Context: an optimization exercise on an open-source flow, tuned for small area. The choices shown serve that exercise and are no tape-out recipe.
Where RTL was checked, it was by simulation tests only, not by an equivalence proof against the original.
Only the layout flow was run in run 3; the RTL was not checked for function there.
Power figures rest on the tool's default switching activity, not on a simulated workload.

==> design.v <==
`default_nettype none
package mips_pkg;
    localparam int data_w     = 32;
    localparam int reg_addr_w = 5;
    localparam logic [reg_addr_w-1:0] ra_reg      = 5'd31;   
    localparam logic [data_w-1:0]     link_offset = 32'd8;   
    localparam logic [data_w-1:0]     nop_instr   = '0;      
    typedef enum logic [5:0] {
        op_special = 6'b000000,
        op_jal     = 6'b000011,
        op_beq     = 6'b000100,
        op_bne     = 6'b000101,
        op_addi    = 6'b001000,
        op_andi    = 6'b001100,
        op_ori     = 6'b001101,
        op_lui     = 6'b001111,
        op_lb      = 6'b100000,
        op_lh      = 6'b100001,
        op_lw      = 6'b100011,
        op_sb      = 6'b101000,
        op_sh      = 6'b101001,
        op_sw      = 6'b101011
    } opcode_e;
    typedef enum logic [5:0] {
        funct_sll  = 6'b000000,
        funct_jr   = 6'b001000,
        funct_add  = 6'b100000,
        funct_sub  = 6'b100010,
        funct_and  = 6'b100100,
        funct_or   = 6'b100101,
        funct_slt  = 6'b101010,
        funct_sltu = 6'b101011
    } funct_e;
    typedef enum logic [1:0] {
        wb_alu     = 2'd0,
        wb_mem     = 2'd1,
        wb_pc_link = 2'd2
    } wb_src_e;
    typedef enum logic [1:0] {
        ld_word = 2'd0,
        ld_byte = 2'd1,
        ld_half = 2'd2,
        ld_none = 2'd3
    } load_kind_e;
endpackage
`default_nettype wire
`timescale 1ns/100ps
`default_nettype none
module m_w_reg (
    input  logic                          clk,
    input  logic                          reset,
    input  logic                          stall,
    input  logic                          flush,
    input  logic [mips_pkg::reg_addr_w-1:0] m_dest,
    input  logic [mips_pkg::data_w-1:0]   m_data,
    output logic [mips_pkg::reg_addr_w-1:0] w_dest,
    output logic [mips_pkg::data_w-1:0]   w_data
);
    always_ff @(posedge clk) begin
        if (reset || flush)   
            w_dest <= '0;
        else if (!stall)
            w_dest <= m_dest;
    end
    always_ff @(posedge clk) begin
        if (!stall)
            w_data <= m_data;
    end
endmodule
`default_nettype wire
`timescale 1ns/100ps
`default_nettype none
module cu_w (
    input  logic [mips_pkg::data_w-1:0]          instr,
    output logic [mips_pkg::reg_addr_w-1:0]       reg_addr,
    output logic                                  sel_mem,
    output logic                                  sel_link
);
    logic [5:0] op;
    logic [5:0] funct;
    logic       r_write;
    logic       rt_write;
    assign op    = instr[31:26];
    assign funct = instr[5:0];
    always_comb begin
        case (funct)
            mips_pkg::funct_add, mips_pkg::funct_sub,
            mips_pkg::funct_and, mips_pkg::funct_or,
            mips_pkg::funct_slt, mips_pkg::funct_sltu,
            mips_pkg::funct_sll:  r_write = (op == mips_pkg::op_special);
            default:              r_write = 1'b0;
        endcase
    end
    always_comb begin
        case (op)
            mips_pkg::op_ori, mips_pkg::op_andi,
            mips_pkg::op_addi, mips_pkg::op_lui,
            mips_pkg::op_lw, mips_pkg::op_lb,
            mips_pkg::op_lh:  rt_write = 1'b1;
            default:          rt_write = 1'b0;
        endcase
    end
    always_comb begin
        if (r_write)
            reg_addr = instr[15:11];
        else if (rt_write)
            reg_addr = instr[20:16];
        else if (op == mips_pkg::op_jal)
            reg_addr = mips_pkg::ra_reg;
        else
            reg_addr = '0;
    end
    assign sel_mem  = op[5];
    assign sel_link = ~op[5] & ~op[3] & op[1] & op[0];
endmodule
`default_nettype wire
`timescale 1ns/100ps
`default_nettype none
module wb_data_select (
    input  logic [mips_pkg::data_w-1:0]   instr,
    input  logic [mips_pkg::data_w-1:0]   pc,
    input  logic [mips_pkg::data_w-1:0]   alu_out,
    input  logic [mips_pkg::data_w-1:0]   dm_out,
    input  logic                          sel_mem,
    input  logic                          sel_link,
    output logic [mips_pkg::data_w-1:0]   wb_data
);
    logic [7:0]                  byte_lane;
    logic [15:0]                 half_lane;
    logic [mips_pkg::data_w-1:0] load_data;
    always_comb begin
        case (alu_out[1:0])
            2'd0:    byte_lane = dm_out[7:0];
            2'd1:    byte_lane = dm_out[15:8];
            2'd2:    byte_lane = dm_out[23:16];
            default: byte_lane = dm_out[31:24];
        endcase
    end
    assign half_lane = alu_out[1] ? dm_out[31:16] : dm_out[15:0];
    always_comb begin
        if (instr[27])
            load_data = dm_out;
        else if (instr[26])
            load_data = {{16{half_lane[15]}}, half_lane};
        else
            load_data = {{24{byte_lane[7]}}, byte_lane};
    end
    always_comb begin
        if (sel_mem)
            wb_data = load_data;
        else if (sel_link)
            wb_data = pc + mips_pkg::link_offset;
        else
            wb_data = alu_out;
    end
endmodule
`default_nettype wire
`timescale 1ns/100ps
`default_nettype none
module reg_file (
    input  logic                            clk,
    input  logic                            reset,
    input  logic                            wr_en,
    input  logic [mips_pkg::reg_addr_w-1:0] wr_addr,
    input  logic [mips_pkg::data_w-1:0]     wr_data,
    input  logic [mips_pkg::reg_addr_w-1:0] rd_addr_a,
    input  logic [mips_pkg::reg_addr_w-1:0] rd_addr_b,
    output logic [mips_pkg::data_w-1:0]     rd_data_a,
    output logic [mips_pkg::data_w-1:0]     rd_data_b
);
    localparam int depth = 2 ** mips_pkg::reg_addr_w;
    logic [mips_pkg::data_w-1:0] regs [1:depth-1];
    logic [mips_pkg::data_w-1:0] wd;
    assign wd = reset ? '0 : wr_data;
    for (genvar i = 1; i < depth; i++) begin : g_reg
        logic en;
        assign en = reset | (wr_en & (wr_addr == i));
        always_ff @(posedge clk) begin
            if (en)
                regs[i] <= wd;
        end
    end
    always_comb begin
        rd_data_a = '0;
        rd_data_b = '0;
        for (int i = 1; i < depth; i++) begin
            rd_data_a = rd_data_a | ({mips_pkg::data_w{rd_addr_a == i}} & regs[i]);
            rd_data_b = rd_data_b | ({mips_pkg::data_w{rd_addr_b == i}} & regs[i]);
        end
    end
endmodule
`default_nettype wire
`timescale 1ns/100ps
`default_nettype none
module wb_top (
    input  logic                            clk,
    input  logic                            reset,
    input  logic                            stall,
    input  logic                            flush,
    input  logic [mips_pkg::data_w-1:0]     m_instr,
    input  logic [mips_pkg::data_w-1:0]     m_pc,
    input  logic [mips_pkg::data_w-1:0]     m_alu_out,
    input  logic [mips_pkg::data_w-1:0]     m_dm_out,
    input  logic [mips_pkg::reg_addr_w-1:0] rs_addr,
    input  logic [mips_pkg::reg_addr_w-1:0] rt_addr,
    output logic [mips_pkg::data_w-1:0]     rs_data,
    output logic [mips_pkg::data_w-1:0]     rt_data,
    output logic [mips_pkg::reg_addr_w-1:0] w_fwd_addr,
    output logic [mips_pkg::data_w-1:0]     w_fwd_data
);
    logic [mips_pkg::reg_addr_w-1:0] m_dest;
    logic [mips_pkg::data_w-1:0]     m_data;
    logic                            sel_mem;
    logic                            sel_link;
    cu_w u_cu_w (
        .instr    (m_instr),
        .reg_addr (m_dest),
        .sel_mem  (sel_mem),
        .sel_link (sel_link)
    );
    wb_data_select u_wb_data_select (
        .instr    (m_instr),
        .pc       (m_pc),
        .alu_out  (m_alu_out),
        .dm_out   (m_dm_out),
        .sel_mem  (sel_mem),
        .sel_link (sel_link),
        .wb_data  (m_data)
    );
    m_w_reg u_m_w_reg (
        .clk    (clk),
        .reset  (reset),
        .stall  (stall),
        .flush  (flush),
        .m_dest (m_dest),
        .m_data (m_data),
        .w_dest (w_fwd_addr),
        .w_data (w_fwd_data)
    );
    reg_file u_reg_file (
        .clk       (clk),
        .reset     (reset),
        .wr_en     (~stall & ~flush),
        .wr_addr   (m_dest),
        .wr_data   (m_data),
        .rd_addr_a (rs_addr),
        .rd_addr_b (rt_addr),
        .rd_data_a (rs_data),
        .rd_data_b (rt_data)
    );
endmodule
`default_nettype wire
==> run.sh <==
#!/bin/bash
# synth_recipe.tcl (not shown) runs the flow's synth.tcl, then flattens the netlist and writes it again
# the make line also repeats each setting of config.mk as NAME=value (left out here)
make -C /OpenROAD-flow-scripts/flow DESIGN_CONFIG=/design/flow/config.mk WORK_HOME=/design/flow/orfs CLKGATE_MAP_FILE= SYNTH_SCRIPT=/design/flow/synth_recipe.tcl finish
==> config.mk <==
export PLATFORM = sky130hd
export DESIGN_NAME = wb_top
export DESIGN_NICKNAME = wb_top
export VERILOG_FILES = /design/flow/design.v
export SDC_FILE = /design/flow/constraint.sdc
export NUM_CORES = 4
export LEC_CHECK = 0
export CAP_MARGIN = 20
export CORE_MARGIN = 2
export CORE_UTILIZATION = 40
export SLEW_MARGIN = 20
==> constraint.sdc <==
create_clock -name core_clock -period 7.0 [get_ports {clk}]
set_input_delay 1.4000 -clock core_clock [delete_from_list [all_inputs] [get_ports {clk}]]
set_output_delay 1.4000 -clock core_clock [all_outputs]
set_load 0.01 [all_outputs]
==> results of run 1 <==
==> worst register-to-register path: stages, from the launching register on <==
cell and delay (ps):
sky130_fd_sc_hd__dfxtp_1 350, sky130_fd_sc_hd__nand2_1 60, sky130_fd_sc_hd__a21oi_1 140
==> sequential cells by signal, indices dropped and copies added, names as in the netlist <==
register          flops
u_m_w_reg.w_dest      5
u_reg_file.regs     992
u_m_w_reg.w_data     32
==> power by group <==
| group | total [W] | internal (W) | switching (W) |
|---|---|---|---|
| clock network | 0.00602 | 0.00349 | 0.00253 |
| logic | 0.00160 | 0.000526 | 0.00108 |
| registers | 0.00786 | 0.00749 | 0.000364 |
| total | 0.0155 | 0.0115 | 0.00397 |
==> stage by stage <==
step                hold WS, ps  power [W]  instances
detailed placement        463.1   0.009468       4944
global placement          449.0   0.009461       4944
global route              492.4    0.01575       5151
finish                    471.2    0.01548       5156
CTS                       474.7    0.01536       5151
floorplan                 474.8   0.008427       3220
==> area by class of cell <==
cell class / count / area [um2] / share of cell area
flip-flops and latches: 1029 / 30850 / 0.5600
multi-input cells: 1932 / 13840 / 0.2511
repair buffers: 467 / 4760 / 0.08639
clock buffers: 129 / 2867 / 0.05203
well taps: 1500 / 1877 / 0.03407
clock inverters: 78 / 832.0 / 0.01510
inverters: 16 / 60.06 / 0.001090
diodes: 5 / 12.51 / 0.0002271
==> per-layer routing <==
metal | track usage | wire length [um] | vias to the layer above
met4 | 0.2288 | 17460 | 2
met3 | 0.1658 | 41630 | 1169
met2 | 0.5200 | 90200 | 4791
li1 | - | - | 14240
met5 | 0 | 11 | -
met1 | 0.4707 | 73520 | 18630
==> kinds of logic (layout without fill, tap and decap cells) <==
logic type	after synthesis	count (layout)	synth area share
adder cells (fa/ha/maj)	1	1	0.0002780
XOR/XNOR	26	26	0.005061
AND/OR/NAND/NOR	746	746	0.08420
other	0	5	0
flip-flops	1029	1029	0.6856
multiplexers	30	30	0.007008
buffers and inverters	259	690	0.02325
AO/OA/AOI/OAI	1129	1129	0.1946
==> layout by cell type, fill, tap and decap left out, types with 43 or more instances in the layout <==
cell type and instances:
sky130_fd_sc_hd__a21oi_1 43, sky130_fd_sc_hd__a221oi_1 107, sky130_fd_sc_hd__a222oi_1 44, sky130_fd_sc_hd__a22o_1 100, sky130_fd_sc_hd__a22oi_1 689, sky130_fd_sc_hd__buf_12 54
sky130_fd_sc_hd__buf_4 182, sky130_fd_sc_hd__clkbuf_16 112, sky130_fd_sc_hd__clkdlybuf4s50_1 231, sky130_fd_sc_hd__edfxtp_1 1024, sky130_fd_sc_hd__nand2_1 184, sky130_fd_sc_hd__nand3_1 114
sky130_fd_sc_hd__nand4_1 102, sky130_fd_sc_hd__nor2_1 95
==> worst paths after layout <==
path | endpoint | slack (ps) | startpoint
hold reg to reg | u_m_w_reg.w_dest[2]$_SDFFE_PP0N_ | 470 | u_m_w_reg.w_dest[2]$_SDFFE_PP0N_
setup reg to reg | u_m_w_reg.w_dest[1]$_SDFFE_PP0N_ | 6390 | u_m_w_reg.w_dest[1]$_SDFFE_PP0N_
hold / removal | u_m_w_reg.w_dest[2]$_SDFFE_PP0N_ | 470 | u_m_w_reg.w_dest[2]$_SDFFE_PP0N_
setup / recovery | rs_data[26] | 250 | rs_addr[2]
==> flow_results.org, run 1 <==
** Outcome
- Result of the run :: timing/DRC/antenna clean

** Logic synthesis
- The commonest cells after synthesis are sky130_fd_sc_hd__edfxtp_1 (1024), sky130_fd_sc_hd__a22oi_1 (689), sky130_fd_sc_hd__nand2_1 (184).
- Leading cell type by number of instances after synthesis :: sky130_fd_sc_hd__edfxtp_1
- Number of distinct standard cells referenced by the synthesized netlist :: roughly 70
- Synth Area per Inst :: 13.97 um2
- Number of flops mapped to enable cells by yosys :: a little over 1000
- Post-Syn Nets :: 3363
- The cell count after synthesis came out at ~3200.
- Async SR Flop Fraction :: 0
- Flip-flop and latch count after synthesis :: around 1000
- Register area share after synthesis :: 0.6856
- During synthesis, Yosys emitted a total of 5 warnings.
- The synthesized design spends more area on one cell type than any other, namely sky130_fd_sc_hd__edfxtp_1.
- In the synthesized netlist the dominant register cell turns out to be sky130_fd_sc_hd__edfxtp_1.
- Cell types occupying the most area after synthesis :: sky130_fd_sc_hd__edfxtp_1 (68%), sky130_fd_sc_hd__a22oi_1 (11%), sky130_fd_sc_hd__a221oi_1 (2.1%), sky130_fd_sc_hd__a22o_1 (1.9%), sky130_fd_sc_hd__nand2_1 (1.5%)
- Of the post-synthesis cell area, the dominant cell type holds 0.6834.
- Cell area after synthesis :: approximately 45000 um2

** Placement
- Buffers placed on the I/O ports in this run total approximately 230.
- Place WS :: between 400 and 500 ps
- After legalization and detailed placement, the total HPWL measured 127900 um.
- Placer Congestion :: ~0.94
- Area after detailed placement :: ~51000 um2

** Timing
- Count of final setup violators :: 0
- The count of final max-slew check failures came to 0.
- The final number of hold-violating endpoints is 0.
- Headroom to the max-slew limit :: 0.1682
- In the finished design, the share of the clock period the worst path needs comes to 0.9639.
- RSZ-0062 raised after global routing :: false
- At the pin with the least slew margin, the transition time is 1248 ps.
- For the final database, setup skew stands at 0 ps.
- The clock period could shrink to 6747 ps.
- After routing, the total negative slack on setup checks comes to 0 ps.
- Worst Setup Slack, final :: 252.5 ps
- For this run, the top clock speed supported by timing is 0.1482 GHz.

** Setup path
- Slowest cell on the critical path :: sky130_fd_sc_hd__clkdlybuf4s50_1
- Critical path buffer and inverter count :: 4
- Most used cell along the critical path :: sky130_fd_sc_hd__clkdlybuf4s50_1
- The cell family contributing the most delay on the critical path is buffers and inverters.
- The critical path goes through clkdlybuf4s50_1 > buf_4 > nand3b_1 > nor2_4 > buf_12 > a22oi_1 > nand2_1 > a221oi_1 > nand3_1 > clkdlybuf4s50_1.
- Worst path max stage delay :: 790 ps
- Required time of the worst setup path :: ~5600 ps
- Along the worst path, the maximum fanout reaches 25.
- Crit end category :: output port
- For the worst flop-to-flop path, the logic depth is 2.
- Setup crit start kind :: primary input
- Total number of cells along the worst setup path :: 10
- WP data arrival :: between 5000 and 6000 ps
- Setup CP Type :: in2out

** Global route
- After global routing the overflow that remains totals 0.
- The number of antenna violations at the first check in global routing was 5.
- Total global routing track utilization :: 0.3719
- The via count of the first global-routing pass is around 36000.
- Entering global routing, the biggest net connects 65 pins.
- The first global-routing pass estimated between 200000 and 300000 um of wire.

** Pwr
- Pwr per Cell Area :: ~280 nW/um2
- Max VDD drop :: 0.1878 mV
- For this design the static power due to leakage is around 18 nW.

** Worst hold path
- In this run the worst hold path is classified as reg2reg.
- The worst hold path passes through 2 cells.

** Die
- For this configuration, the core starts out at a cell density of 0.4016.
- Die X :: between 300 and 400 um
- The region available for standard cell placement spans between 100000 and 150000 um2.
- around 240 I/O pins were placed.
- Die area :: 115200 um2
- Die Span Y :: between 300 and 400 um
- In this run the core area contains roughly 120 standard-cell rows.

** CTS
- Max clock buf depth :: 3
- Number of clock buffers inserted by TritonCTS :: 110
- Sinks on the clock net :: 1029
- Number of instances resized during post-cts repair :: 0
- The H-tree was split into 3 levels.
- Clk latency of the worst-skew pair :: 690 ps
- Hold_buf cts :: 0
- Buffers added to address setup during post-CTS repair amount to 0.
- Clock tree from TritonCTS :: yes
- The tree is rooted in a sky130_fd_sc_hd__clkbuf_16.
- Worst-path clk slew :: 60 ps

** Route
- Drc violations :: 0
- Dividing the detail-routed via count by the number of cells gives about 7.5.
- Post-route antenna net violation count :: 0
- Final WL :: between 200000 and 250000 um
- Detail-routed net length per standard cell :: between 40 and 50 um
- The routed layout has between 30000 and 40000 vias.
- First-pass iteration count of the detailed router :: 12
- After the first detailed-routing iteration, the DRC count stood at around 9300.

** Layout
- Filler instances :: between 9000 and 10000
- Layout-stage area growth over the synthesis result :: 22.44%
- Post-route standard cell area excluding fillers :: roughly 55000 um2
- Fraction of layout cells with a size suffix above 1 :: 0.1476
- At the end of the flow the core is filled with cells to 0.4917.
- Total Nets Final :: between 3000 and 4000

** Flow run
- Maxcap violations :: 0
==> run 2: changes to the inputs <==
--- a/design.v
+++ b/design.v
@@ -180,14 +180,44 @@
                 regs[i] <= wd;
         end
     end
-    always_comb begin
-        rd_data_a = '0;
-        rd_data_b = '0;
-        for (int i = 1; i < depth; i++) begin
-            rd_data_a = rd_data_a | ({mips_pkg::data_w{rd_addr_a == i}} & regs[i]);
-            rd_data_b = rd_data_b | ({mips_pkg::data_w{rd_addr_b == i}} & regs[i]);
+    logic [mips_pkg::data_w*(depth-1)-1:0] flat;
+    for (genvar i = 1; i < depth; i++) begin : g_flat
+        assign flat[mips_pkg::data_w*(i-1) +: mips_pkg::data_w] = regs[i];
+    end
+    read_port u_port_a (.addr(rd_addr_a), .regs(flat), .data(rd_data_a));
+    read_port u_port_b (.addr(rd_addr_b), .regs(flat), .data(rd_data_b));
+endmodule
+`default_nettype wire
+`default_nettype none
+module read_port (
+    input  logic [mips_pkg::reg_addr_w-1:0] addr,
+    input  logic [mips_pkg::data_w*31-1:0]  regs,   
+    output logic [mips_pkg::data_w-1:0]     data
+);
+    logic [31:0] sel;
+    assign sel = 32'd1 << addr;
+    for (genvar b = 0; b < mips_pkg::data_w; b++) begin : g_bit
+        logic [10:0] grp_n;   
+        for (genvar g = 0; g < 11; g++) begin : g_grp
+            if (g < 10) begin : g_three
+                aoi3 u_aoi (
+                    .s0 (sel[3*g+1]), .d0 (regs[32*(3*g)+b]),
+                    .s1 (sel[3*g+2]), .d1 (regs[32*(3*g+1)+b]),
+                    .s2 (sel[3*g+3]), .d2 (regs[32*(3*g+2)+b]),
+                    .y  (grp_n[g])
+                );
+            end else begin : g_one
+                assign grp_n[g] = ~(sel[31] & regs[32*30+b]);
+            end
         end
-    end
+        assign data[b] = ~&grp_n;
+    end
+endmodule
+module aoi3 (
+    input  logic s0, d0, s1, d1, s2, d2,
+    output logic y
+);
+    assign y = ~((s0 & d0) | (s1 & d1) | (s2 & d2));
 endmodule
 `default_nettype wire
 `timescale 1ns/100ps
==> flow/run.sh (new file) <==
#!/bin/bash
# Standard synthesis and layout, with two changes to the layout: the port
# buffers are the smallest buffer cell, and clock tree synthesis uses small
# clock buffers and adds no dummy loads.
set -euo pipefail
bash standard.sh synth > synth.log 2>&1
export BUFFER_PORTS_ARGS="-buffer_cell sky130_fd_sc_hd__buf_1"
export CTS_ARGS="-sink_clustering_enable -repair_clock_nets -dont_use_dummy_load -buf_list {sky130_fd_sc_hd__clkbuf_4 sky130_fd_sc_hd__clkbuf_8}"
bash standard.sh > layout.log 2>&1
==> standard.sh (new file) <==
#!/bin/bash
# synth_recipe.tcl (not shown) runs the flow's synth.tcl, then flattens the netlist and writes it again
# the make line also repeats each setting of config.mk as NAME=value (left out here)
make -C /OpenROAD-flow-scripts/flow DESIGN_CONFIG=/design/flow/config.mk WORK_HOME=/design/flow/orfs CLKGATE_MAP_FILE= SYNTH_SCRIPT=/design/flow/synth_recipe.tcl "${@:-finish}"
--- a/config.mk
+++ b/config.mk
@@ -7,5 +7,7 @@
 export LEC_CHECK = 0
 export CAP_MARGIN = 20
 export CORE_MARGIN = 2
-export CORE_UTILIZATION = 40
+export CORE_UTILIZATION = 50
 export SLEW_MARGIN = 20
+export SYNTH_HIERARCHICAL = 1
+export SYNTH_MINIMUM_KEEP_SIZE = 0
removed: run.sh
==> run 2 against run 1 <==
Against the previous run: critical endpoint is now rt_data[5]; worst hold slack improved by 67 ps; critical path type unchanged; largest cell class unchanged; first-iteration DRC count fell by 21%; critical path depth fell by 2; routed wire length fell by 32%; still clean; die area fell by 25%; clock power fell by 31%; via count fell by 19%; clock-buffer cell count rose by 36; fmax rose by 16%; register-to-register slack got worse by 90 ps.
==> flow_results.org, run 2 <==
** Logic synthesis
- The mean instance size in the synthesized netlist was 17.51 um2 (+25%).
- Of all cell types, the one taking the most synthesized area is sky130_fd_sc_hd__edfxtp_1.
- The number of enable flip-flop cells after synthesis is 1024 (unchanged).
- By count the netlist is led by sky130_fd_sc_hd__edfxtp_1 (1024), sky130_fd_sc_hd__a222oi_1 (641), sky130_fd_sc_hd__nand4_1 (137).
- The post-synthesis net count is 2556 (-24%).
- The adder and majority cell fraction of the synthesized area came to 0.0002961 (+0.00001802).
- Cell types occupying the most area after synthesis :: sky130_fd_sc_hd__edfxtp_1 (73%), sky130_fd_sc_hd__a222oi_1 (15%), sky130_fd_sc_hd__nand4_1 (2.0%), sky130_fd_sc_hd__a2111o_1 (1.7%), sky130_fd_sc_hd__nand2_1 (0.83%)
- The proportion of synthesized chip area in sequential cells was 0.7301 (+0.04442).
- The proportion of synthesized area in mux cells came to 0.005419 (-0.001589).
- Leading cell type by number of instances after synthesis :: sky130_fd_sc_hd__edfxtp_1
- The post-synthesis compound-gate area fraction came to 0.1912 (-0.003324).
- The proportion of synthesized flip-flops having asynchronous set or reset is 0 (unchanged).
- Flip-flop and latch count after synthesis :: 1029 (unchanged)
- Area share of the largest cell type after synthesis :: 0.7277 (+0.04427)
- Yosys warns :: 11 (+6)
- The xor/xnor share of the synthesized area came to 0.005182 (+0.0001206).
- The number of distinct standard cells referenced by the synthesized netlist was 74 (+2.8%).
- The simple-gate area share of the yosys netlist is 0.05972 (-0.02448).
- The post-synthesis cell count is 2413 (-25%).
- The post-synthesis instance area was 42260 um2 (-6.1%).
- Among all flip-flop cells after synthesis, the most frequent one is sky130_fd_sc_hd__edfxtp_1.
- Dominant combinational cell family by area after synthesis :: compound AO/OA/AOI/OAI gates

** Layout
- The number of flip-flops in the largest register was 992 (unchanged).
- From synthesis to final layout, the design area changed by 14.10%.
- The share of cells above drive strength 1 came to 0.1559 (+0.008272).
- Total Nets Final :: 3025 (-18%)
- Largest registers :: u_reg_file.regs: 992 flops, u_m_w_reg.w_data: 32 flops, u_m_w_reg.w_dest: 5 flops
- Post-route standard cell area excluding fillers :: 48210 um2 (-12%)
- Commonest cells after routing, fill and taps aside :: sky130_fd_sc_hd__edfxtp_1 (1024), sky130_fd_sc_hd__a222oi_1 (641), sky130_fd_sc_hd__buf_1 (230)
- The post-route core utilization was 0.5761 (+0.08438).
- The library cell used most frequently in the layout, excluding fill and tap cells, is sky130_fd_sc_hd__edfxtp_1.
- Most flop-heavy register :: u_reg_file.regs

** CTS
- The cell sitting at the root of the clock tree is a sky130_fd_sc_hd__clkbuf_8.
- Clk latency of the worst-skew pair :: 820 ps (+130 ps)
- The CTS H-tree depth was 4 (+1).
- Number of instances resized during post-cts repair :: 0 (unchanged)
- Post-CTS setup buffer count :: 0 (unchanged)
- Hold_buf cts :: 0 (unchanged)
- The total clock buffers created by CTS was 165 (+50%).
- Clock tree from TritonCTS :: yes
- Sinks on the clock net :: 1029 (unchanged)
- Max clock buf depth :: 3 (unchanged)
- Worst-path clk slew :: 60 ps (about the same)

** Setup path
- Endpoint of the most critical setup path :: rt_data[5]
- Register-to-register setup slack :: 6300 ps (-90 ps)
- Critical path launch point :: rt_addr[2]
- The worst register-to-register path begins at u_m_w_reg.w_dest[3]$_SDFFE_PP0N_.
- Crit end category :: output port
- Reg-to-Reg End :: u_m_w_reg.w_dest[3]$_SDFFE_PP0N_
- The critical path data required time came to 5600 ps (about the same).
- Largest driver fanout on the critical path :: 18 (-28%)
- The depth of the worst register-to-register path was 2 (unchanged).
- Setup crit start kind :: primary input
- Setup CP Type :: in2out
- The critical path arrival was 4400 ps (-950 ps).

** Placement
- Total of buffers placed on input and output ports :: 232 (unchanged)
- Final HPWL from detailed placement :: 93260 um (-27%)
- The weighted congestion at the end of routability-driven global placement is 0.9402 (-0.41%).
- Area after detailed placement :: 45800 um2 (-11%)
- Place WS :: 1299 ps (+802.9 ps)

** Die
- Placeable Area :: 83690 um2 (-25%)
- The number of primary I/O pins was 243 (unchanged).
- The number of placement rows is 106 (-14%).
- The horizontal die dimension is 294.7 um (-13%).
- The initial core utilization came to 0.5049 (+0.1033).
- Die area :: 86850 um2 (-25%)
- Die Span Y :: 294.7 um (-13%)

** Outcome
- The flow ran to the end and the layout has no timing, DRC or antenna violations.

** Flow run
- Maxcap violations :: 0 (unchanged)

** Route
- Routed via count :: 31330 (-19%)
- The remaining routing DRC violations came to 0 (unchanged).
- The routed via count divided by cell count came to 7.799 (+3.6%).
- First DRT Iteration DRCs :: 7375 (-21%)
- The total routed wirelength is 152500 um (-32%).
- The number of routed nets with antenna violations was 0 (unchanged).
- The final routed wire length divided by cell count came to 37.96 um (-12%).
- First-pass iteration count of the detailed router :: 14 (+2)

** Timing
- Transition time at the pin with the least slew margin :: 1199 ps (-48.85 ps)
- Max Slew Vio Count :: 0 (unchanged)
- The final count of negative-setup-slack endpoints came to 0 (unchanged).
- The fmax was 0.1723 GHz (+16%).
- The normalized max-slew margin came to 0.2008 (+0.03257).
- Worst Setup Slack, final :: 1196 ps (+943.5 ps)
- Share of the clock period used by the worst path after layout :: 0.8291 (-0.1348)
- Fin. Hold Viols :: 0 (unchanged)
- Setup tns final :: 0 ps (unchanged)
- The final critical-path required period was 5804 ps (-943.5 ps).
- Worst hold slack :: 538.2 ps (+66.99 ps)
- Setup repair after global routing left no endpoint under its margin.
- Worst clock skew :: 0 ps (unchanged)

** Global route
- The aggregate global-route resource usage was 0.3457 (-0.02619).
- Number of global-route vias before repair :: 30700 (-15%)
- Wire length of the first global-routing pass :: 213800 um (-28%)
- Antenna violations before repair :: 2 (-3)
- Global-route congestion overflow total :: 0 (unchanged)
- The pin count of the biggest net entering global routing was 47 (-28%).

** Pwr
- The static leakage was 15.55 nW (-16%).
- The worst supply voltage drop on vdd was 0.1783 mV (-5.0%).
- The power per unit of standard cell area was 273.4 nW/um2 (-2.7%).

** Worst hold path
- Worst hold-check path type :: reg2reg
-- run 2: cell types whose count changed after synthesis, moves of 90 or more --
cell,change
sky130_fd_sc_hd__a221oi_1,-105
sky130_fd_sc_hd__a222oi_1,+597
sky130_fd_sc_hd__a22o_1,-99
sky130_fd_sc_hd__a22oi_1,-676
sky130_fd_sc_hd__clkbuf_1,-133
sky130_fd_sc_hd__nand2_1,-90
sky130_fd_sc_hd__nand3_1,-98
-- run 2: cell families (layout without fill, tap and decap cells) --
kind of cell             count (synthesis)  after routing
AO/OA/AOI/OAI                          836            836
XOR/XNOR                                25             25
adder cells (fa/ha/maj)                  1              1
buffers and inverters                   52            519
flip-flops                            1029           1029
multiplexers                            20             20
other                                    0              3
AND/OR/NAND/NOR                        450            450
-- run 2: how the worst min path moves through the flow --
stage / from / endpoint / slack (ps) / cells past startpoint
2_1_floorplan: u_m_w_reg.w_dest[0]$_SDFFE_PP0N_ / u_m_w_reg.w_dest[0]$_SDFFE_PP0N_ / 540 / 2
3_3_place_gp: u_m_w_reg.w_dest[0]$_SDFFE_PP0N_ / u_m_w_reg.w_dest[0]$_SDFFE_PP0N_ / 520 / 2
3_5_place_dp: u_m_w_reg.w_dest[0]$_SDFFE_PP0N_ / u_m_w_reg.w_dest[0]$_SDFFE_PP0N_ / 530 / 2
4_1_cts: u_m_w_reg.w_dest[0]$_SDFFE_PP0N_ / u_m_w_reg.w_dest[0]$_SDFFE_PP0N_ / 540 / 2
5_1_grt: u_m_w_reg.w_dest[2]$_SDFFE_PP0N_ / u_m_w_reg.w_dest[2]$_SDFFE_PP0N_ / 570 / 2
6_report: u_m_w_reg.w_dest[0]$_SDFFE_PP0N_ / u_m_w_reg.w_dest[0]$_SDFFE_PP0N_ / 540 / 2
-- run 2: report_power, final --
| group | internal, W | total [W] | switching (W) |
|---|---|---|---|
| Clock | 0.00207 | 0.00416 | 0.00209 |
| Sequential | 0.00748 | 0.00777 | 0.000282 |
| Combinational | 0.000343 | 0.00126 | 0.000916 |
-- run 2: cell type report --
type	count	area, um2
Fill cell	6527	35470
Sequential cell	1029	30850
Multi-Input combinational cell	1332	11840
Clock buffer	165	2271
Timing Repair Buffer	348	1802
Tap cell	1134	1419
Inverter	6	22.52
Antenna cell	3	7.507
-- run 2: layer usage --
metal | routed length, um | track usage
met1 | 54940 | 0.4727
met2 | 68950 | 0.5275
met3 | 21730 | 0.08566
met4 | 6845 | 0.1509
met5 | 13 | 0
-- run 2: per-stage QoR --
step | cells | power, W
3_5_place_dp | 3848 | 0.009087
6_report | 4017 | 0.01318
4_1_cts | 4013 | 0.01317
3_3_place_gp | 3847 | 0.009018
2_1_floorplan | 2413 | 0.008399
5_1_grt | 4015 | 0.01358
-- run 2: modules after synthesis, one instance, submodules excluded --
module,cells,flip-flops and latches,area (um2)
wb_data_select,250,0,1759
aoi3,1,0,10.01
m_w_reg,49,37,1151
wb_top,1,0,3.754
cu_w,31,0,244.0
reg_file,1086,992,30420
read_port,178,0,1139
-- run 2: worst max-delay path, stage by stage --
cell,delay [ps]
sky130_fd_sc_hd__buf_1,140
sky130_fd_sc_hd__nand2b_1,750
sky130_fd_sc_hd__nor2_4,290
sky130_fd_sc_hd__buf_4,340
sky130_fd_sc_hd__a222oi_1,410
sky130_fd_sc_hd__nand4_1,340
sky130_fd_sc_hd__a2111o_1,520
sky130_fd_sc_hd__buf_1,190
==> run 3: changes to the inputs <==
--- a/design.v
+++ b/design.v
@@ -128,15 +128,10 @@
     logic [7:0]                  byte_lane;
     logic [15:0]                 half_lane;
     logic [mips_pkg::data_w-1:0] load_data;
-    always_comb begin
-        case (alu_out[1:0])
-            2'd0:    byte_lane = dm_out[7:0];
-            2'd1:    byte_lane = dm_out[15:8];
-            2'd2:    byte_lane = dm_out[23:16];
-            default: byte_lane = dm_out[31:24];
-        endcase
-    end
+    logic [mips_pkg::data_w-1:0] link;
+    logic                        carry;
     assign half_lane = alu_out[1] ? dm_out[31:16] : dm_out[15:0];
+    assign byte_lane = alu_out[0] ? half_lane[15:8] : half_lane[7:0];
     always_comb begin
         if (instr[27])
             load_data = dm_out;
@@ -146,10 +141,18 @@
             load_data = {{24{byte_lane[7]}}, byte_lane};
     end
     always_comb begin
+        link[2:0] = pc[2:0];
+        carry     = 1'b1;
+        for (int i = 3; i < mips_pkg::data_w; i++) begin
+            link[i] = pc[i] ^ carry;
+            carry   = carry & pc[i];
+        end
+    end
+    always_comb begin
         if (sel_mem)
             wb_data = load_data;
         else if (sel_link)
-            wb_data = pc + mips_pkg::link_offset;
+            wb_data = link;
         else
             wb_data = alu_out;
     end
--- a/config.mk
+++ b/config.mk
@@ -7,7 +7,7 @@
 export LEC_CHECK = 0
 export CAP_MARGIN = 20
 export CORE_MARGIN = 2
-export CORE_UTILIZATION = 50
+export CORE_UTILIZATION = 45
 export SLEW_MARGIN = 20
 export SYNTH_HIERARCHICAL = 1
 export SYNTH_MINIMUM_KEEP_SIZE = 0
==> run 3 against run 2 <==
Against the previous run: highest routed layer unchanged; sequential power is essentially flat; critical endpoint is now u_reg_file.regs[16][29]$_DFFE_PP_; still clean on timing, DRC and antenna; setup slack got worse by 1000 ps; clock-buffer cell count up 1; clock power about the same; total power increased by 0.64%.
==> flow_results.org, run 3 <==
** Setup path
- The critical path data required time is 7470 ps (+1870 ps).
- The depth of the worst register-to-register path came to 2 (unchanged).
- WP data arrival :: 7290 ps (+2890 ps)
- The endpoint identified for the worst register-to-register timing path is u_m_w_reg.w_dest[2]$_SDFFE_PP0N_.
- The startpoint identified for the worst register-to-register timing path is u_m_w_reg.w_dest[2]$_SDFFE_PP0N_.
- Largest driver fanout on the critical path :: 31 (+13)
- Among all stages on the critical path, the largest delay is contributed by sky130_fd_sc_hd__nor2b_4.
- The maximum single-stage delay on the critical path is 630 ps (-120 ps).
- By startpoint and endpoint, the worst setup path is classified as in2reg.
- The worst setup path is captured at a register.
- The worst setup slack for register-to-register paths was 6340 ps (+40 ps).
- Setup crit start kind :: primary input
- Most used cell along the critical path :: sky130_fd_sc_hd__ha_1

** Placement
- The worst setup slack after placement came to -1043 ps (-2342 ps).
- The weighted congestion at the end of routability-driven global placement was 0.8886 (-5.5%).
- Final HPWL from detailed placement :: 92400 um (-0.92%)
- Total of buffers placed on input and output ports :: 232 (unchanged)
- Total placed cells including tap cells :: 3939 (+2.4%)

** Logic synthesis
- Flip-flop and latch count after synthesis :: 1029 (unchanged)
- The post-synthesis compound-gate area fraction is 0.1869 (-0.004397).
- Library cell with the largest summed area after synthesis :: sky130_fd_sc_hd__edfxtp_1
- The top-area cell type share of the netlist area is 0.7315 (+0.003768).
- The proportion of synthesized chip area in sequential cells is 0.7338 (+0.003781).
- The post-synthesis cell count is 2370 (-1.8%).
- Among all flip-flop cells after synthesis, the most frequent one is sky130_fd_sc_hd__edfxtp_1.
- By area the synthesized netlist is led by sky130_fd_sc_hd__edfxtp_1 (73%), sky130_fd_sc_hd__a222oi_1 (15%), sky130_fd_sc_hd__nand4_1 (1.9%), sky130_fd_sc_hd__a2111o_1 (1.7%), sky130_fd_sc_hd__ha_1 (0.80%).
- Leading cell type by number of instances after synthesis :: sky130_fd_sc_hd__edfxtp_1
- The post-synthesis instance area came to 42040 um2 (-0.52%).
- Async SR Flop Fraction :: 0 (unchanged)
- Mux cell area share after synthesis :: 0.009881 (+0.004463)
- Number of distinct standard cells referenced by the synthesized netlist :: 60 (-19%)
- Yosys warns :: 11 (unchanged)
- Post-synthesis share of cell area spent on xor and xnor gates :: 0.0002083 (-0.004973)
- By count the netlist is led by sky130_fd_sc_hd__edfxtp_1 (1024), sky130_fd_sc_hd__a222oi_1 (640), sky130_fd_sc_hd__nand4_1 (129).
- The mean instance size in the synthesized netlist was 17.74 um2 (+1.3%).
- Dominant combinational cell family by area after synthesis :: compound AO/OA/AOI/OAI gates
- The post-synthesis net count came to 2539 (-0.67%).
- The adder and majority cell fraction of the synthesized area was 0.008036 (+0.007740).
- The number of enable flip-flop cells after synthesis came to 1024 (unchanged).
- Simple-gate portion of the synthesized area :: 0.05417 (-0.005554)

** Layout
- The largest registers in the layout are u_reg_file.regs: 992 flops, u_m_w_reg.w_data: 32 flops, u_m_w_reg.w_dest: 5 flops.
- Most common cell after layout, fill and taps aside :: sky130_fd_sc_hd__edfxtp_1
- Final Core Density :: 0.5205 (-0.05559)
- Flip-flop count of the largest register after layout :: 992 (unchanged)
- Filler instances :: 7535 (+15%)
- The area used by sequential logic in the layout was 30850 um2 (unchanged).
- Footprint of the multi-input gates :: 11600 um2 (-2.1%)
- Most flop-heavy register :: u_reg_file.regs
- The net count reported at finish came to 3034 (+0.30%).
- Relative to the synthesized area, the layout overhead comes to 15.04%.
- Commonest cells after routing, fill and taps aside :: sky130_fd_sc_hd__edfxtp_1 (1024), sky130_fd_sc_hd__a222oi_1 (640), sky130_fd_sc_hd__buf_1 (230)
- Count of placed standard cells in the final layout, fillers left out :: 4124 (+2.7%)
- The share of cells above drive strength 1 came to 0.1694 (+0.01350).

** Timing
- Headroom to the max-slew limit :: 0.2040 (+0.003194)
- The slew at the pin closest to its max-slew limit came to 1193 ps (-6.075 ps).
- Worst clock skew :: 0 ps (unchanged)
- RSZ-0062 raised after global routing :: false
- The final critical-path required period is 6823 ps (+1019 ps).
- The final worst-path cycle share was 0.9747 (+0.1456).
- Max Slew Vio Count :: 0 (unchanged)
- The fmax is 0.1466 GHz (-15%).
- Count of final setup violators :: 0 (unchanged)
- Fin. Hold Viols :: 0 (unchanged)
- Worst Setup Slack, final :: 176.8 ps (-1019 ps)

** Pwr
- Switching Share :: 0.2505 (+0.0009863)
- Sequential power share :: 0.588 (about the same)
- Proportion of power drawn by the clock network :: 0.316 (about the same)
- The worst supply voltage drop on vdd is 0.1549 mV (-13%).
- Combinational cell fraction of total power :: 0.096 (about the same)
- The overall power of the completed layout came to 0.01327 W (+0.64%).
- The net switching power figure is 0.003323 W (+1.0%).
- The power per unit of standard cell area was 274.3 nW/um2 (+0.34%).
- The static leakage is 15.77 nW (+1.4%).
- Internal Dissipation :: 0.009944 W (+0.51%)

** Die
- The number of primary I/O pins is 243 (unchanged).
- The height of the die came to 309.6 um (+5.1%).
- Die area :: 95880 um2 (+10%)
- Placeable Area :: 92910 um2 (+11%)
- Die X :: 309.6 um (+5.1%)
- Standard-cell row count :: 112 (+5.7%)
- Effective utilization at floorplan :: 0.4525 (-0.05246)

** Global route
- Antenna violations before repair :: 7 (+5)
- The leftover overflow at the end of global routing came to 0 (unchanged).
- The aggregate global-route resource usage came to 0.3169 (-0.02879).
- Maximum number of pins on one net before global-route repair :: 41 (-13%)
- Wire length of the first global-routing pass :: 216600 um (+1.3%)
- Number of global-route vias before repair :: 31390 (+2.2%)

** CTS
- The tree is rooted in a sky130_fd_sc_hd__clkbuf_8.
- The worst-skew pair later-pin latency came to 820 ps (about the same).
- Number of clock buffers inserted by TritonCTS :: 166 (+0.61%)
- Max clock buf depth :: 3 (unchanged)
- Worst-path clk slew :: 60 ps (about the same)
- Sinks on the clock net :: 1029 (unchanged)
- TritonCTS built the clock tree.
- Hold_buf cts :: 0 (unchanged)
- The CTS H-tree depth is 4 (unchanged).

** Route
- The total via count in the routed design was 31210 (-0.39%).
- Detail-routed net length per standard cell :: 37.62 um (-0.90%)
- The number of routed nets with antenna violations came to 0 (unchanged).
- The remaining routing DRC violations was 0 (unchanged).
- The first-pass iteration count of the detailed router was 12 (-2).
- Final WL :: 155100 um (+1.7%)
- Via density per instance :: 7.568 (-3.0%)
- First DRT Iteration DRCs :: 7787 (+5.6%)

** Worst hold path
- In this run the most critical hold path is launched from u_m_w_reg.w_dest[1]$_SDFFE_PP0N_.
- Cell depth of the worst min-delay path :: 2 (unchanged)
- Worst hold-check path type :: reg2reg
- Sink of the worst hold path :: u_m_w_reg.w_dest[1]$_SDFFE_PP0N_

** Flow run
- The number of maximum-capacitance constraint violations came to 0 (unchanged).

** Outcome
- Result of the run :: timing/DRC/antenna clean
run 3: kinds of logic (layout without fill, tap and decap cells):
| family | Yosys count | after routing |
|---|---|---|
| adders and majority gates | 27 | 27 |
| and+or+nand+nor | 412 | 414 |
| xor gates and xnor gates | 1 | 1 |
| buffers and inverters | 49 | 540 |
| AOI/OAI and AO/OA | 814 | 814 |
| other | 0 | 7 |
| muxes | 38 | 38 |
| DFF | 1029 | 1029 |
run 3: power groups by stage:
stage               clock network (W)  registers, W  logic, W
CTS                           0.00423       0.00779   0.00124
detailed placement                  0       0.00791   0.00122
global route                  0.00449       0.00785   0.00132
global placement                    0       0.00785   0.00120
floorplan                           0       0.00784  0.000580
finish                        0.00419       0.00780   0.00128
run 3: critical path: cells and delay by family:
family / cells / cell delay (ps)
muxes: 1 / 130
and+or+nand+nor: 2 / 760
adders and majority gates: 26 / 4820
AOI/OAI and AO/OA: 1 / 80
buffers and inverters: 1 / 90
run 3: per-module statistics from Yosys (local to each module, per instance):
module          cells inside  flip-flops and latches
m_w_reg                   49                      37
read_port                178                       0
wb_data_select           207                       0
wb_top                     1                       0
aoi3                       1                       0
cu_w                      31                       0
reg_file                1086                     992
run 3: routing by layer:
layer / share of wire / track usage / up-vias
met5: 0.000077 / 0 / -
met4: 0.057 / 0.1818 / 2
met3: 0.14 / 0.07555 / 452
met2: 0.46 / 0.4887 / 2829
met1: 0.34 / 0.4121 / 15500
li1: - / - / 12420
run 3: how the worst max path moves through the flow:
| stage | from | to | slack [ps] |
|---|---|---|---|
| after floorplan | m_pc[3] | u_reg_file.regs[10][30]$_DFFE_PP_ | -60 |
| after global placement | m_pc[3] | u_reg_file.regs[22][31]$_DFFE_PP_ | -900 |
| after detailed placement | m_pc[3] | u_reg_file.regs[23][31]$_DFFE_PP_ | -1040 |
| after CTS | m_pc[3] | u_reg_file.regs[25][31]$_DFFE_PP_ | 60 |
| after global routing | m_pc[3] | u_reg_file.regs[7][29]$_DFFE_PP_ | 3 |
| final | m_pc[3] | u_reg_file.regs[16][29]$_DFFE_PP_ | 180 |
run 3: metrics by stage:
step	area [um2]	TNS [ps]	hold slack (ps)
after floorplan	42070	-2653	541.6
after global placement	45780	-105550	516.3
after detailed placement	45800	-134080	526.5
after CTS	48200	0	540.0
after global routing	48360	0	568.0
final	48360	0	535.1
run 3: cell type report:
| cell class | count | share of cell area |
|---|---|---|
| Clock buffer | 166 | 0.04724 |
| Antenna cell | 7 | 0.0003622 |
| Inverter | 8 | 0.0006209 |
| Multi-Input combinational cell | 1294 | 0.2398 |
| Sequential cell | 1029 | 0.6379 |
| Timing Repair Buffer | 366 | 0.04160 |
| Tap cell | 1254 | 0.03244 |
run 3: what timing repair did:
action | in CTS | in global routing
gates resized for setup | 5 | 8
endpoints found under the hold margin | 0 | 0
buffers inserted | 7 | 4
endpoints found under the setup margin | 93 | 93
pin swaps | 0 | 3
cloned | 2 | 0
==> run 4: changes to the inputs <==
--- a/design.v
+++ b/design.v
@@ -129,7 +129,6 @@
     logic [15:0]                 half_lane;
     logic [mips_pkg::data_w-1:0] load_data;
     logic [mips_pkg::data_w-1:0] link;
-    logic                        carry;
     assign half_lane = alu_out[1] ? dm_out[31:16] : dm_out[15:0];
     assign byte_lane = alu_out[0] ? half_lane[15:8] : half_lane[7:0];
     always_comb begin
@@ -140,13 +139,9 @@
         else
             load_data = {{24{byte_lane[7]}}, byte_lane};
     end
-    always_comb begin
-        link[2:0] = pc[2:0];
-        carry     = 1'b1;
-        for (int i = 3; i < mips_pkg::data_w; i++) begin
-            link[i] = pc[i] ^ carry;
-            carry   = carry & pc[i];
-        end
+    assign link[3:0] = {~pc[3], pc[2:0]};
+    for (genvar i = 4; i < mips_pkg::data_w; i++) begin : g_link
+        assign link[i] = pc[i] ^ (&pc[i-1:3]);
     end
     always_comb begin
         if (sel_mem)
==> flow/run.sh (replaced) <==
#!/bin/bash
# Standard synthesis and layout, with these changes to the layout: the port
# buffers are the smallest buffer cell, and clock tree synthesis clusters more
# flip-flops per leaf buffer, uses small clock buffers and adds no dummy loads.
set -euo pipefail
bash standard.sh synth > synth.log 2>&1
export BUFFER_PORTS_ARGS="-buffer_cell sky130_fd_sc_hd__buf_1"
export CTS_ARGS="-sink_clustering_enable -repair_clock_nets -dont_use_dummy_load -sink_clustering_size 15 -sink_clustering_max_diameter 60 -buf_list {sky130_fd_sc_hd__clkbuf_8}"
bash standard.sh > layout.log 2>&1
==> run 4 against run 3 <==
Against the previous run: still clean; via count shrank 1.1%; critical path depth shrank 23; first-iteration DRC count is 3.7% lower; worst hold slack better by 5.6 ps; clock power decreased by 28%; cell area down 2.3%; area after synthesis up 0.22%; clock-buffer cell count decreased by 76; global-route usage down 1.2 points; setup slack improved by 1000 ps; sequential power shrank 0.6%; largest cell class unchanged; largest power group unchanged.
==> flow_results.org, run 4 <==
** Outcome
- The flow ran to the end and the layout has no timing, DRC or antenna violations.

** CTS
- The number of buffers inserted to repair setup after CTS came to 0 (-7).
- The count of instances resized after the clock tree is built is 0 (-5).
- The count of hold buffers inserted by post-cts repair is 0 (unchanged).
- TritonCTS built the clock tree.
- The total clock buffers created by CTS is 90 (-46%).
- Sinks on the clock net :: 1029 (unchanged)
- Library cell used as clock root buffer :: sky130_fd_sc_hd__clkbuf_8
- The CTS H-tree depth came to 3 (-1).
- The clock edge transition at the registers on the reported setup and hold paths came to 60 ps (about the same).
- The worst-skew pair later-pin latency is 690 ps (-130 ps).
- The maximum root-to-sink buffer count was 3 (unchanged).

** Layout
- The count of fill cells added during filler insertion was 7734 (+2.6%).
- In the layout the commonest cells are sky130_fd_sc_hd__edfxtp_1 (1024), sky130_fd_sc_hd__a222oi_1 (640), sky130_fd_sc_hd__buf_1 (230).
- The number of flip-flops in the largest register was 992 (unchanged).
- The area used by sequential logic in the layout came to 30850 um2 (unchanged).
- Compared with the post-synthesis result, the final layout area differs by 12.19%.
- The share of cells above drive strength 1 is 0.1252 (-0.04422).
- The net count reported at finish came to 2953 (-2.7%).
- The largest registers in the layout are u_reg_file.regs: 992 flops, u_m_w_reg.w_data: 32 flops, u_m_w_reg.w_dest: 5 flops.
- The combined area of the multi-input logic cells was 11780 um2 (+1.6%).
- Leaving out fill and tap cells, the most frequent cell in the layout is sky130_fd_sc_hd__edfxtp_1.
- The final cell count without fillers is 4067 (-1.4%).
- Most flop-heavy register :: u_reg_file.regs

** Placement
- The number of input and output port buffers inserted came to 232 (unchanged).
- Final HPWL from detailed placement :: 91650 um (-0.82%)
- Total placed cells including tap cells :: 3964 (+0.63%)
- Place WS :: 1265 ps (+2308 ps)
- The weighted congestion at the end of routability-driven global placement was 0.9970 (+12%).

** Setup path
- Setup crit start kind :: primary input
- The number of buffer and inverter instances along the worst setup path is 3 (+2).
- Required time of the worst setup path :: 5600 ps (-1870 ps)
- The signal on the critical path passes through buf_1 > nand2b_1 > nor2_4 > buf_4 > a222oi_1 > nand4_1 > a2111o_1 > buf_1.
- Crit end category :: output port
- WP data arrival :: 4400 ps (-2890 ps)
- Among all stages on the critical path, the largest delay is contributed by sky130_fd_sc_hd__nand2b_1.
- By instance count, the cell type seen most on the critical path is sky130_fd_sc_hd__buf_1.
- Broken down by cell family, the worst path's largest delay share belongs to simple AND/OR/NAND/NOR gates.
- Setup CP Type :: in2out
- Largest driver fanout on the critical path :: 19 (-39%)
- The maximum single-stage delay on the critical path is 720 ps (+90 ps).

** Timing
- Post-route minimum period :: 5802 ps (-1021 ps)
- Fin. Hold Viols :: 0 (unchanged)
- The final count of negative-setup-slack endpoints came to 0 (unchanged).
- Setup tns final :: 0 ps (unchanged)
- Top achievable clock speed :: 0.1723 GHz (+18%)
- Worst Setup Slack, final :: 1198 ps (+1021 ps)
- The maximum clock skew at final layout was 0 ps (unchanged).
- The count of final max-slew check failures was 0 (unchanged).
- Headroom to the max-slew limit :: 0.1950 (-0.008928)
- The slew at the pin closest to its max-slew limit came to 1205 ps (+11.82 ps).
- RSZ-0062 raised after global routing :: false
- Share of the clock period used by the worst path after layout :: 0.8289 (-0.1458)

** Die
- Die area :: 96090 um2 (+0.22%)
- Die Span Y :: 310.0 um (+0.11%)
- Die X :: 310.0 um (+0.11%)
- Standard-cell row count :: 112 (unchanged)
- The initial core utilization came to 0.4528 (about the same).
- The number of primary I/O pins came to 243 (unchanged).
- The core footprint was 93050 um2 (+0.15%).

** Global route
- Total global routing track utilization :: 0.3049 (-0.01195)
- The number of antenna violations at the first check in global routing is 9 (+2).
- Number of global-route vias before repair :: 30310 (-3.5%)
- The pin count of the biggest net entering global routing is 45 (+9.8%).
- The wire length of the first global-routing pass was 210000 um (-3.0%).
- The leftover overflow at the end of global routing is 0 (unchanged).

** Pwr
- The sequential fraction of design power is 0.645 (+0.057).
- The share of total power in combinational logic was 0.104 (+0.008).
- The net switching power figure is 0.003065 W (-7.8%).
- The internal power summed over all cells was 0.008948 W (-10%).
- The fraction of power spent switching nets was 0.2551 (+0.004635).
- Post-layout power :: 0.01201 W (-9.5%)
- The static leakage is 15.01 nW (-4.8%).
- Max VDD drop :: 0.1618 mV (+4.5%)
- Pwr per Cell Area :: 254.2 nW/um2 (-7.4%)
- Proportion of power drawn by the clock network :: 0.251 (-0.065)

** Logic synthesis
- The post-synthesis net count came to 2560 (+0.83%).
- After synthesis, the cell types taking the most area are sky130_fd_sc_hd__edfxtp_1 (73%), sky130_fd_sc_hd__a222oi_1 (15%), sky130_fd_sc_hd__nand4_1 (2.0%), sky130_fd_sc_hd__a2111o_1 (1.7%), sky130_fd_sc_hd__nand2_1 (0.86%).
- The warning count from the yosys run came to 11 (unchanged).
- The number of enable flip-flop cells after synthesis came to 1024 (unchanged).
- Library cell with the largest summed area after synthesis :: sky130_fd_sc_hd__edfxtp_1
- The mean instance size in the synthesized netlist was 17.46 um2 (-1.6%).
- Async SR Flop Fraction :: 0 (unchanged)
- Number of distinct standard cells referenced by the synthesized netlist :: 67 (+12%)
- Flip-flop and latch count after synthesis :: 1029 (unchanged)
- The proportion of synthesized chip area in sequential cells was 0.7322 (-0.001591).
- Area share of the largest cell type after synthesis :: 0.7299 (-0.001586)
- Main synth FF type :: sky130_fd_sc_hd__edfxtp_1
- Cell area after synthesis :: 42130 um2 (+0.22%)
- In the synthesized netlist, the cells that appear most often are sky130_fd_sc_hd__edfxtp_1 (1024), sky130_fd_sc_hd__a222oi_1 (640), sky130_fd_sc_hd__nand4_1 (135).
- Cell count after synthesis :: 2413 (+1.8%)
- sky130_fd_sc_hd__edfxtp_1 is the most common cell in the netlist.

** Worst hold path
- Worst hold-check path type :: reg2reg

** Route
- Via density per instance :: 7.592 (+0.32%)
- Final WL :: 150100 um (-3.2%)
- The total via count in the routed design is 30880 (-1.1%).
- The remaining routing DRC violations was 0 (unchanged).
- Detail-routed net length per standard cell :: 36.91 um (-1.9%)
- The iteration-0 DRC count of the detailed router came to 7497 (-3.7%).
- The first-pass iteration count of the detailed router is 11 (-1).
- The number of routed nets with antenna violations is 0 (unchanged).

** Flow run
- Maxcap violations :: 0 (unchanged)
==> run 4: cell types whose count changed after synthesis, sizes merged, moves of 6 or more <==
cell    before  now
o211ai       7    1
a221o        0    6
a21bo        7    0
nand3        7   21
nand2       88   98
o221ai       0   10
ha          27    5
a211oi       2    9
nand4      129  135
o22ai       21    6
mux2        25    4
xnor2        1   15
==> run 4: layout make-up <==
type / count / area share
flip-flops and latches: 1029 / 0.6527
multi-input cells: 1330 / 0.2493
repair buffers: 342 / 0.03714
well taps: 1254 / 0.03320
clock buffers: 90 / 0.02621
inverters: 13 / 0.001032
diodes: 9 / 0.0004765
==> run 4: final timing paths <==
| check | start | to | slack, ps | depth (start not counted) |
|---|---|---|---|---|
| min | u_m_w_reg.w_dest[2]$_SDFFE_PP0N_ | u_m_w_reg.w_dest[2]$_SDFFE_PP0N_ | 540 | 2 |
| max reg2reg | u_m_w_reg.w_dest[1]$_SDFFE_PP0N_ | u_m_w_reg.w_dest[1]$_SDFFE_PP0N_ | 6310 | 2 |
| max | rs_addr[0] | rs_data[0] | 1200 | 8 |
| min reg2reg | u_m_w_reg.w_dest[2]$_SDFFE_PP0N_ | u_m_w_reg.w_dest[2]$_SDFFE_PP0N_ | 540 | 2 |
==> run 4: kinds of logic after synthesis <==
family / share of synthesized area
compound gates: 0.1914
xor+xnor: 0.003742
fa+ha+maj: 0.001485
buf+inv: 0.006682
flops: 0.7322
mux: 0.005405
simple gates: 0.05901
==> run 4: through the flow <==
step | hold slack, ps | utilization | area [um2]
2_1_floorplan | 541.6 | - | 42130
3_3_place_gp | 526.7 | 0.4921 | 45790
3_5_place_dp | 524.7 | 0.4922 | 45800
4_1_cts | 538.4 | 0.5056 | 47040
5_1_grt | 553.2 | 0.5080 | 47270
6_report | 540.8 | 0.5080 | 47270
==> run 4: layer usage <==
layer	global-route usage	wire length, um	vias up
met3	0.06443	18970	353
met4	0.1417	7312	2
met2	0.4871	70340	2507
met1	0.4013	53490	15620
met5	0	12	-
li1	-	-	12400
==> run 4: power by group through the flow <==
stage / registers [W] / logic [W] / clock network, W
after floorplan: 0.00781 / 0.000580 / 0
after global placement: 0.00782 / 0.00118 / 0
after detailed placement: 0.00787 / 0.00120 / 0
after CTS: 0.00773 / 0.00120 / 0.00306
after global routing: 0.00781 / 0.00129 / 0.00326
final: 0.00775 / 0.00125 / 0.00302
==> run 4: modules after synthesis (local to each module, per instance) <==
module	cells inside	cell area, um2
aoi3	1	10.01
cu_w	31	244.0
m_w_reg	49	1151
read_port	178	1139
reg_file	1086	30420
wb_data_select	250	1633
wb_top	1	3.754
==> run 4: tightest hold or removal path, stage by stage, from the launching register on <==
cell and delay, ps:
sky130_fd_sc_hd__dfxtp_1 310, sky130_fd_sc_hd__mux2i_1 130, sky130_fd_sc_hd__nor3_1 50
==> run 5: changes to the inputs <==
--- a/config.mk
+++ b/config.mk
@@ -5,9 +5,10 @@
 export SDC_FILE = /design/flow/constraint.sdc
 export NUM_CORES = 4
 export LEC_CHECK = 0
-export CAP_MARGIN = 20
+export CAP_MARGIN = 0
 export CORE_MARGIN = 2
 export CORE_UTILIZATION = 45
-export SLEW_MARGIN = 20
+export GPL_TIMING_DRIVEN = 0
+export SLEW_MARGIN = 0
 export SYNTH_HIERARCHICAL = 1
 export SYNTH_MINIMUM_KEEP_SIZE = 0
==> run 5 against run 4 <==
Against the previous run: combinational power grew 9%; routed wire length grew 3.1%; highest routed layer is now met4; global-route usage grew 0.98 points; first-iteration DRC count grew 2.8%; still clean on timing, DRC and antenna; worst hold slack gained 1.9 ps.
==> flow_results.org, run 5 <==
** Outcome
- Result of the run :: timing/DRC/antenna clean

** Setup path
- Setup crit start kind :: primary input
- Largest driver fanout on the critical path :: 20 (+1)
- Crit end category :: output port
- Setup CP Type :: in2out
- Reg-to-Reg End :: u_m_w_reg.w_dest[0]$_SDFFE_PP0N_
- WP data arrival :: 4850 ps (+450 ps)
- Register-to-register setup slack :: 6350 ps (+40 ps)
- The most critical setup path has its startpoint at rs_addr[0].
- The critical path data required time came to 5600 ps (about the same).
- The depth of the worst register-to-register path was 2 (unchanged).
- R2r startpoint :: u_m_w_reg.w_dest[0]$_SDFFE_PP0N_

** Route
- The total routed wirelength is 154800 um (+3.1%).
- The highest layer touched by signal routing is met4.
- The final routed wire length divided by cell count was 37.71 um (+2.2%).
- The number of routed nets with antenna violations was 0 (unchanged).
- Wire length on met1 :: 53580 um (+0.17%)
- Via density per instance :: 7.658 (+0.88%)
- Detailed route wirelength on metal3 :: 20770 um (+9.5%)
- Met2 routed WL :: 71410 um (+1.5%)
- Routed via count :: 31440 (+1.8%)
- First DRT Iteration DRCs :: 7710 (+2.8%)
- The first-pass iteration count of the detailed router was 14 (+3).
- The remaining routing DRC violations came to 0 (unchanged).

** Layout
- Layout-stage area growth over the synthesis result :: 16.35%
- The largest registers in the layout are u_reg_file.regs: 992 flops, u_m_w_reg.w_data: 32 flops, u_m_w_reg.w_dest: 5 flops.
- Fraction of layout cells with a size suffix above 1 :: 0.1296 (+0.004432)
- The top cell types in the final layout, fill and taps aside, are sky130_fd_sc_hd__edfxtp_1 (1024), sky130_fd_sc_hd__a222oi_1 (640), sky130_fd_sc_hd__buf_1 (233).
- Count of placed standard cells in the final layout, fillers left out :: 4105 (+0.93%)
- The register with the most flip-flops in the final layout is u_reg_file.regs.
- Filler instances :: 7538 (-2.5%)
- The library cell used most frequently in the layout, excluding fill and tap cells, is sky130_fd_sc_hd__edfxtp_1.
- The net count reported at finish came to 2996 (+1.5%).
- Flip-flop count of the largest register after layout :: 992 (unchanged)

** Worst hold path
- HP Start :: u_m_w_reg.w_dest[1]$_SDFFE_PP0N_
- Sink of the worst hold path :: u_m_w_reg.w_dest[1]$_SDFFE_PP0N_
- Cell depth of the worst min-delay path :: 2 (unchanged)
- The path class of the tightest hold or removal check is reg2reg.

** Logic synthesis
- Of all cell types, the one taking the most synthesized area is sky130_fd_sc_hd__edfxtp_1.
- The flip-flop and latch count after synthesis is 1029 (unchanged).
- Number of flops mapped to enable cells by yosys :: 1024 (unchanged)
- Yosys warns :: 11 (unchanged)
- Leading cell type by number of instances after synthesis :: sky130_fd_sc_hd__edfxtp_1
- The post-synthesis cell count came to 2413 (unchanged).
- After synthesis, the cell types taking the most area are sky130_fd_sc_hd__edfxtp_1 (73%), sky130_fd_sc_hd__a222oi_1 (15%), sky130_fd_sc_hd__nand4_1 (2.0%), sky130_fd_sc_hd__a2111o_1 (1.7%), sky130_fd_sc_hd__nand2_1 (0.86%).
- Counting instances in the post-synthesis netlist gives the leading cell types as sky130_fd_sc_hd__edfxtp_1 (1024), sky130_fd_sc_hd__a222oi_1 (640), sky130_fd_sc_hd__nand4_1 (135).
- Synth Area per Inst :: 17.46 um2 (unchanged)
- Cell area after synthesis :: 42130 um2 (unchanged)
- The proportion of synthesized flip-flops having asynchronous set or reset is 0 (unchanged).
- The proportion of synthesized chip area in sequential cells is 0.7322 (unchanged).
- The post-synthesis net count is 2560 (unchanged).
- Number of distinct standard cells referenced by the synthesized netlist :: 67 (unchanged)
- The top-area cell type share of the netlist area was 0.7299 (unchanged).
- The most used flip-flop cell after synthesis is sky130_fd_sc_hd__edfxtp_1.

** Pwr
- Max VDD drop :: 0.1577 mV (-2.5%)
- The net switching power figure came to 0.003086 W (+0.68%).
- Sequential power share :: 0.643 (-0.002)
- Internal Dissipation :: 0.008958 W (+0.11%)
- The share of total power in combinational logic is 0.113 (+0.009).
- The clock network power share came to 0.244 (-0.007).
- Pwr per Cell Area :: 245.7 nW/um2 (-3.3%)
- The static leakage was 15.53 nW (+3.4%).
- The fraction of power spent switching nets is 0.2562 (+0.001078).

** Timing
- Top achievable clock speed :: 0.1600 GHz (-7.2%)
- The accumulated negative setup slack is 0 ps (unchanged).
- The worst hold margin came to 542.6 ps (+1.873 ps).
- Count of final setup violators :: 0 (unchanged)
- The slack of the critical path came to 749.2 ps (-448.5 ps).
- Fin. Hold Viols :: 0 (unchanged)
- The maximum clock skew at final layout is 0 ps (unchanged).
- Transition time at the pin with the least slew margin :: 1412 ps (+207.2 ps)
- Headroom to the max-slew limit :: 0.05879 (-0.1362)
- Max Slew Vio Count :: 0 (unchanged)
- Setup repair after global routing left no endpoint under its margin.
- The final critical-path required period is 6251 ps (+448.5 ps).
- The final worst-path cycle share is 0.8930 (+0.06407).

** Placement
- The total half-perimeter wirelength after legalization and detailed placement is 98090 um (+7.0%).
- Place WS :: 1024 ps (-241.1 ps)
- Placer Congestion :: 0.9695 (-2.8%)
- Total placed cells including tap cells :: 4016 (+1.3%)
- Total of buffers placed on input and output ports :: 232 (unchanged)

** Die
- I/O pin total :: 243 (unchanged)
- Die Span Y :: 310.0 um (unchanged)
- Effective utilization at floorplan :: 0.4528 (unchanged)
- Die area :: 96090 um2 (unchanged)
- The number of placement rows came to 112 (unchanged).
- The horizontal die dimension was 310.0 um (unchanged).
- Placeable Area :: 93050 um2 (unchanged)

** CTS
- The clock edge transition at the registers on the reported setup and hold paths was 60 ps (about the same).
- The number of sinks on the clock net came to 1029 (unchanged).
- TritonCTS built the clock tree.
- The count of instances resized after the clock tree is built was 0 (unchanged).
- Library cell used as clock root buffer :: sky130_fd_sc_hd__clkbuf_8
- The count of hold buffers inserted by post-cts repair came to 0 (unchanged).
- The total clock buffers created by CTS was 85 (-5.6%).
- The number of buffers inserted to repair setup after CTS is 0 (unchanged).
- The worst-skew pair later-pin latency is 710 ps (+20 ps).
- Max clock buf depth :: 3 (unchanged)
- H-Tree Depth :: 3 (unchanged)

** Global route
- The leftover overflow at the end of global routing was 0 (unchanged).
- Total global routing track utilization :: 0.3147 (+0.009785)
- Maximum number of pins on one net before global-route repair :: 33 (-27%)
- The via count of the first global-routing pass came to 30760 (+1.5%).
- Wire length of the first global-routing pass :: 215600 um (+2.6%)
- The number of antenna violations at the first check in global routing was 4 (-5).

** Flow run
- The number of maximum-capacitance constraint violations is 0 (unchanged).
==> run 5: cell counts after synthesis <==
Identical to the previous run, type by type.
==> run 5: worst max path at each step <==
stage                                   endpoint  slack [ps]  cells after the start
2_1_floorplan   u_reg_file.regs[24][0]$_DFFE_PP_        1280                      6
3_3_place_gp   u_reg_file.regs[26][28]$_DFFE_PP_       -2800                      7
3_5_place_dp                         rs_data[16]        1020                      9
4_1_cts                              rs_data[16]        1010                      9
5_1_grt                              rs_data[16]         800                      9
6_report                             rs_data[16]         750                      9
==> run 5: power groups by stage <==
stage | clock, W | combinational, W | sequential, W
2_1_floorplan | 0 | 0.000580 | 0.00781
3_3_place_gp | 0 | 0.00114 | 0.00785
3_5_place_dp | 0 | 0.00132 | 0.00787
4_1_cts | 0.00298 | 0.00133 | 0.00773
5_1_grt | 0.00319 | 0.00140 | 0.00780
6_report | 0.00294 | 0.00136 | 0.00774
==> run 5: layout make-up <==
cell class                      count  area [um2]  share of cell area
Sequential cell                  1029       30850              0.6293
Multi-Input combinational cell   1330       11730              0.2392
Timing Repair Buffer              349        3413             0.06963
Tap cell                         1254        1569             0.03201
Clock buffer                       85        1170             0.02387
Buffer                             41       232.7            0.004748
Inverter                           13       48.80           0.0009955
Antenna cell                        4       10.01           0.0002042
==> run 5: layer usage <==
metal	GRT usage	vias to the layer above
li1	-	12500
met1	0.4097	15620
met2	0.4927	2814
met3	0.07029	503
met4	0.1720	0
met5	0	-
==> run 5: kinds of logic after synthesis <==
logic type / count (synthesis) / share of synthesized area
compound gates: 834 / 0.1914
xor+xnor: 18 / 0.003742
fa+ha+maj: 5 / 0.001485
buf+inv: 54 / 0.006682
flops: 1029 / 0.7322
mux: 21 / 0.005405
simple gates: 452 / 0.05901
==> run 5: worst max-delay path: stages <==
cell                       delay [ps]
sky130_fd_sc_hd__buf_1            280
sky130_fd_sc_hd__nand2b_1         170
sky130_fd_sc_hd__clkbuf_1         830
sky130_fd_sc_hd__nor2_4           330
sky130_fd_sc_hd__buf_12           280
sky130_fd_sc_hd__a222oi_1         420
sky130_fd_sc_hd__nand4_1          390
sky130_fd_sc_hd__a2111o_1         530
sky130_fd_sc_hd__buf_1            180
==> run 5: modules after synthesis (local to each module, per instance) <==
module          times used  flops+latches  area, um2
read_port                2              0       1139
wb_top                   1              0      3.754
aoi3                   640              0      10.01
reg_file                 1            992      30420
cu_w                     1              0      244.0
wb_data_select           1              0       1633
m_w_reg                  1             37       1151
==> run 5: metrics by stage <==
stage | power (W) | utilization | area [um2]
after floorplan | 0.008387 | - | 42130
after global placement | 0.008994 | 0.4790 | 44570
after detailed placement | 0.009192 | 0.5140 | 47830
after CTS | 0.01203 | 0.5266 | 49000
after global routing | 0.01238 | 0.5268 | 49020
final | 0.01204 | 0.5268 | 49020

-- separate check: timing with driven ports --
The flow's constraints put no driver on any port. The routed layouts listed below were extracted and timed again, unchanged, in two steps.
Step 1: set_driving_cell puts a clkbuf_16 on clk and a buf_2 on each other input, an assumption about the parent block.
Step 2 times the ports against the registers' clock, not the clock port: input delays grow and output delays shrink by t, the midpoint of the rising clock arrivals with the driver on.
a / b / c = no drivers / after step 1 / after step 2; a / b = the first two.
run	shift t [ns]	setup slack, ns	hold WS [ns]	pins driven straight from the clock port
run 1	0.778	0.253 / 0.223 / 0.223	0.471 / 0.471 / 0.471	1
run 2	0.850	1.196 / 1.171 / 1.171	0.538 / 0.538 / 0.538	1
run 3	0.865	0.177 / 0.218 / -0.647	0.535 / 0.535 / 0.535	1
run 4	0.752	1.198 / 1.090 / 1.090	0.541 / 0.541 / 0.541	1
run 5	0.772	0.749 / 0.724 / 0.724	0.543 / 0.543 / 0.543	1
With both steps, setup timing fails in run 3, where it was met with ideal ports. The setup slack of run 3, which loses most, moves by +0.041 ns with the drivers and by -0.824 ns with both steps.
